This is an optimization exercise on Yosys and OpenROAD, whose aim is small area, not a production implementation.
In this exercise RTL edits were held to simulation tests only and were not proved equivalent to the original.
Power figures rest on the tool's default switching activity, not on a simulated workload. The flow treats the clock pin as an ideal source, which a real chip does not have.

==> run Y <==
==> flow/design.v <==
package trace_pkg;
    localparam int SEQ_W = 16;
    typedef enum logic [1:0] {IDLE = 2'b00, FROZEN = 2'b01, ARMED = 2'b10, RUN = 2'b11} state_t;
endpackage
module trace_fifo #(
    parameter int WIDTH = 8,
    parameter int DEPTH = 16
) (
    input  logic                     clk,
    input  logic                     push,
    input  logic [WIDTH-1:0]         wr_data,
    input  logic [$clog2(DEPTH):0]   count,
    output logic [WIDTH-1:0]         newest,
    output logic [WIDTH-1:0]         rd_data
);
    logic [WIDTH-1:0] mem [DEPTH];
    always_ff @(posedge clk) begin
        if (push) begin
            mem[0] <= wr_data;
            for (int i = 1; i < DEPTH; i++)
                mem[i] <= mem[i-1];
        end
    end
    assign newest = mem[0];
    always_comb begin
        rd_data = '0;
        for (int i = 0; i < DEPTH; i++)
            if (count == ($clog2(DEPTH)+1)'(i + 1))
                rd_data = rd_data | mem[i];
    end
endmodule
module pc_trace_buffer #(
    parameter int PC_W   = 32,
    parameter int DATA_W = 32,
    parameter int NCH    = 5,
    parameter int DEPTH  = 16,
    parameter int WRAP   = 0
) (
    input  logic                    clk,
    input  logic                    reset,
    input  logic                    arm,
    input  logic                    stop,
    input  logic                    clear,
    input  logic [PC_W-1:0]         pc_in,
    input  logic [NCH*DATA_W-1:0]   ch_in,
    input  logic [NCH-1:0]          ch_mask,
    output logic                    rd_valid,
    input  logic                    rd_ready,
    output logic [PC_W-1:0]         rd_pc,
    output logic [NCH*DATA_W-1:0]   rd_data,
    output logic [trace_pkg::SEQ_W-1:0] rd_seq,
    output logic [$clog2(DEPTH):0]  count,
    output logic                    overflow,
    output logic                    busy
);
    localparam int CH_W  = NCH * DATA_W;
    localparam int REC_W = PC_W + CH_W;
    localparam int CW    = $clog2(DEPTH) + 1;
    trace_pkg::state_t           state;
    logic [trace_pkg::SEQ_W-1:0] seq_cnt;
    logic [CH_W-1:0]  masked;
    logic [REC_W-1:0] newest;
    logic [REC_W-1:0] rd_rec;
    logic [PC_W-1:0]  last_pc;
    logic             full;
    logic             pop;
    logic             cap_try;
    logic             cap_ok;
    always_comb begin
        masked = '0;
        for (int k = 0; k < NCH; k++)
            if (ch_mask[k])
                masked[k*DATA_W +: DATA_W] = ch_in[k*DATA_W +: DATA_W];
    end
    assign last_pc  = ~newest[REC_W-1 -: PC_W];
    assign full     = (count == CW'(DEPTH));
    assign rd_valid = (count != '0);
    assign pop      = rd_ready && rd_valid;
    assign busy     = state[1];
    assign cap_try  = !clear && !stop &&
                      ((state == trace_pkg::ARMED) || (state == trace_pkg::RUN && pc_in != last_pc));
    assign cap_ok   = cap_try && (!full || pop);
    assign {rd_pc, rd_data} = ~rd_rec;
    assign rd_seq   = seq_cnt - trace_pkg::SEQ_W'(count);
    trace_fifo #(
        .WIDTH (REC_W),
        .DEPTH (DEPTH)
    ) u_fifo (
        .clk     (clk),
        .push    (cap_ok),
        .wr_data (~{pc_in, masked}),
        .count   (count),
        .newest  (newest),
        .rd_data (rd_rec)
    );
    always_ff @(posedge clk or negedge reset) begin
        if (!reset) begin
            state    <= trace_pkg::IDLE;
            seq_cnt  <= '0;
            count    <= '0;
            overflow <= 1'b0;
        end else begin
            if (clear) begin
                seq_cnt  <= '0;
                count    <= '0;
                overflow <= 1'b0;
            end else begin
                if (cap_ok)
                    seq_cnt <= seq_cnt + trace_pkg::SEQ_W'(1);
                if (cap_ok && !pop)
                    count <= count + CW'(1);
                else if (pop && !cap_ok)
                    count <= count - CW'(1);
                if (cap_try && !cap_ok)
                    overflow <= 1'b1;
            end
            if (stop)
                state <= trace_pkg::IDLE;
            else begin
                case (state)
                    trace_pkg::IDLE:
                        if (arm) state <= trace_pkg::ARMED;
                    trace_pkg::ARMED, trace_pkg::RUN:
                        if (cap_try) state <= cap_ok ? trace_pkg::RUN : trace_pkg::FROZEN;
                    default: ;
                endcase
            end
        end
    end
endmodule
==> flow/flow/run.sh <==
#!/bin/bash
# Own layout flow: the standard ORFS flow (via the standard.sh) with
#  - synthesis identical to synth_recipe.tcl except that ABC maps with an
#    area-oriented script (flow/area.abc); registers are mapped before ABC,
#    so they come out exactly as in the standard synthesis;
#  - port buffers built from the smallest buffer cell;
#  - CTS settings from CTS_ARGS (larger sink clusters, no dummy loads).
# Each tool's output is kept in orfs/logs/; make's output in standard.log.
set -euo pipefail
W=$PWD

sed 's#^source \$::env(SCRIPTS_DIR)/synth_preamble.tcl#&\nset abc_args [lreplace $abc_args 1 1 '"$W"'/flow/area.abc]#' \
    "$FLOW_HOME/scripts/synth.tcl" > "$W/my_synth_body.tcl"
grep -q "flow/area.abc" "$W/my_synth_body.tcl"
sed 's#\$::env(SCRIPTS_DIR)/synth.tcl#'"$W"'/my_synth_body.tcl#' synth_recipe.tcl > "$W/my_synth.tcl"
grep -q "my_synth_body.tcl" "$W/my_synth.tcl"

CTS="-sink_clustering_enable -repair_clock_nets -dont_use_dummy_load"
CTS="$CTS -buf_list sky130_fd_sc_hd__clkbuf_16 -sink_clustering_size 30 -sink_clustering_max_diameter 100"

bash standard.sh \
    SYNTH_SCRIPT="$W/my_synth.tcl" \
    BUFFER_PORTS_ARGS="-buffer_cell sky130_fd_sc_hd__buf_1" \
    CTS_ARGS="$CTS" \
    finish > "$W/standard.log" 2>&1
==> flow/flow/area.abc <==
&get -n
&st
&dch
&nf -a
&st
&dch
&nf -a
&put
topo
==> flow/standard.sh <==
#!/bin/bash
# synth_recipe.tcl (not shown) runs the flow's synth.tcl, then flattens the netlist and writes it again
# the make line also repeats each setting of config.mk as NAME=value (left out here)
make -C /OpenROAD-flow-scripts/flow DESIGN_CONFIG=/design/flow/config.mk WORK_HOME=/design/flow/orfs CLKGATE_MAP_FILE= SYNTH_SCRIPT=/design/flow/synth_recipe.tcl "${@:-finish}"
==> flow/config.mk <==
export PLATFORM = sky130hd
export DESIGN_NAME = pc_trace_buffer
export DESIGN_NICKNAME = pc_trace_buffer
export VERILOG_FILES = /design/flow/design.v
export SDC_FILE = /design/flow/constraint.sdc
export NUM_CORES = 4
export LEC_CHECK = 0
export CAP_MARGIN = 20
export CORE_MARGIN = 2
export CORE_UTILIZATION = 70
export PLACE_DENSITY = 0.8
export SLEW_MARGIN = 20
==> flow/constraint.sdc <==
create_clock -name core_clock -period 6.0 [get_ports {clk}]
set_input_delay 1.2000 -clock core_clock [delete_from_list [all_inputs] [get_ports {clk}]]
set_output_delay 1.2000 -clock core_clock [all_outputs]
set_load 0.01 [all_outputs]
==> run K: changes against run Y <==
--- a/flow/design.v
+++ b/flow/design.v
@@ -73,5 +73,5 @@
                 masked[k*DATA_W +: DATA_W] = ch_in[k*DATA_W +: DATA_W];
     end
-    assign last_pc  = ~newest[REC_W-1 -: PC_W];
+    assign last_pc  = newest[REC_W-1 -: PC_W];
     assign full     = (count == CW'(DEPTH));
     assign rd_valid = (count != '0);
@@ -81,5 +81,5 @@
                       ((state == trace_pkg::ARMED) || (state == trace_pkg::RUN && pc_in != last_pc));
     assign cap_ok   = cap_try && (!full || pop);
-    assign {rd_pc, rd_data} = ~rd_rec;
+    assign {rd_pc, rd_data} = rd_rec;
     assign rd_seq   = seq_cnt - trace_pkg::SEQ_W'(count);
     trace_fifo #(
@@ -89,5 +89,5 @@
         .clk     (clk),
         .push    (cap_ok),
-        .wr_data (~{pc_in, masked}),
+        .wr_data ({pc_in, masked}),
         .count   (count),
         .newest  (newest),
==> flow/run.sh (new file) <==
#!/bin/bash
# synth_recipe.tcl (not shown) runs the flow's synth.tcl, then flattens the netlist and writes it again
# the make line also repeats each setting of config.mk as NAME=value (left out here)
make -C /OpenROAD-flow-scripts/flow DESIGN_CONFIG=/design/flow/config.mk WORK_HOME=/design/flow/orfs CLKGATE_MAP_FILE= SYNTH_SCRIPT=/design/flow/synth_recipe.tcl finish
- CTS_BUF_LIST: not set -> sky130_fd_sc_hd__clkbuf_16
- CTS_CLUSTER_DIAMETER: not set -> 100
- CTS_CLUSTER_SIZE: not set -> 30
removed: flow/flow/run.sh
removed: flow/flow/area.abc
removed: flow/standard.sh
==> run Z: changes against run Y <==
--- a/flow/design.v
+++ b/flow/design.v
@@ -73,5 +73,5 @@
                 masked[k*DATA_W +: DATA_W] = ch_in[k*DATA_W +: DATA_W];
     end
-    assign last_pc  = ~newest[REC_W-1 -: PC_W];
+    assign last_pc  = newest[REC_W-1 -: PC_W];
     assign full     = (count == CW'(DEPTH));
     assign rd_valid = (count != '0);
@@ -81,5 +81,5 @@
                       ((state == trace_pkg::ARMED) || (state == trace_pkg::RUN && pc_in != last_pc));
     assign cap_ok   = cap_try && (!full || pop);
-    assign {rd_pc, rd_data} = ~rd_rec;
+    assign {rd_pc, rd_data} = rd_rec;
     assign rd_seq   = seq_cnt - trace_pkg::SEQ_W'(count);
     trace_fifo #(
@@ -89,5 +89,5 @@
         .clk     (clk),
         .push    (cap_ok),
-        .wr_data (~{pc_in, masked}),
+        .wr_data ({pc_in, masked}),
         .count   (count),
         .newest  (newest),
==> flow/run.sh (new file) <==
#!/bin/bash
# synth_recipe.tcl (not shown) runs the flow's synth.tcl, then flattens the netlist and writes it again
# the make line also repeats each setting of config.mk as NAME=value (left out here)
make -C /OpenROAD-flow-scripts/flow DESIGN_CONFIG=/design/flow/config.mk WORK_HOME=/design/flow/orfs CLKGATE_MAP_FILE= SYNTH_SCRIPT=/design/flow/synth_recipe.tcl finish
- CORE_UTILIZATION: 70 -> 40
- PLACE_DENSITY: 0.8 -> not set
removed: flow/flow/run.sh
removed: flow/flow/area.abc
removed: flow/standard.sh
==> results by group <==
Global routing
  • Met1 Usage GRT: 0.2896

Detailed routing
  • WL met1: 125.3 mm

Die
  • Well-Tap Cells: 3,724

Pwr
  • Clock power frac: 0.353

Layout
  • Synth-to-layout area growth: 17.48%

Logic synthesis
  • Syn avg cell area: 18.99 um2
  • Most frequent cells after synthesis: edfxtp_1 (3,072), a22oi_1 (974), nand2_1 (203)

Setup path
  • CP arrival: 4650 ps
  • Setup crit end: rd_pc[31]
  • Worst Reg-to-Reg Cells: 9

Status
  • Status: complete, no violations
The numbers above come from run Z.

==> results by group <==
Layout
  • Synth-to-layout area growth: 8.155%
  • Num sequential: 3,096

Logic synthesis
  • Syn avg cell area: 20.31 um2
  • Most frequent cells after synthesis: edfxtp_1 (3,072), a222oi_1 (679), a22oi_1 (473)
  • Top_reg_cell synth: edfxtp_1

Status
  • Status: complete, no violations

Setup path
  • Worst Reg-to-Reg Cells: 8
  • CP arrival: 4300 ps
  • Setup crit end: rd_data[71]

Die
  • Well-Tap Cells: 2,044

Global routing
  • Met1 Usage GRT: 0.4838

Pwr
  • Clock power frac: 0.214
The numbers above come from run Y.

==> results by group <==
Status
  • Status: complete, no violations

Setup path
  • Setup crit end: rd_data[36]
  • Worst Reg-to-Reg Cells: 9

Logic synthesis
  • Syn avg cell area: 18.99 um2
  • Simple-Gate Fraction of Synth Area: 0.03705
  • Most frequent cells after synthesis: edfxtp_1 (3,072), a22oi_1 (974), nand2_1 (203)

Pwr
  • Clock power frac: 0.210

Global routing
  • Met1 Usage GRT: 0.4834

Die
  • Well-Tap Cells: 2,072

Layout
  • Synth-to-layout area growth: 9.237%

Detailed routing
  • WL met1: 99.33 mm
The numbers above come from run K.

static timing again, ports no longer ideal:
Ports are ideal in the flow. The routed layouts listed here were re-timed in OpenROAD. Step 1: set_driving_cell puts a clkbuf_16 on clk and a buf_2 on each other input, an assumption about the parent block. Step 2 times the ports against the registers' clock, not the clock port: input delays grow and output delays shrink by t, the midpoint of the rising clock arrivals with the driver on. Slacks: no drivers / after step 1 / after step 2; pairs: no drivers / after step 1.
run | t (ns) | setup slack, ns | worst setup path after step 2
run Y | 0.859 | 0.504 / 0.419 / 0.807 | input to register
run K | 0.870 | 0.207 / 0.119 / 0.799 | input to register
run Z | 0.986 | 0.147 / 0.054 / 0.532 | input to register
After both steps every run listed still meets setup and hold.
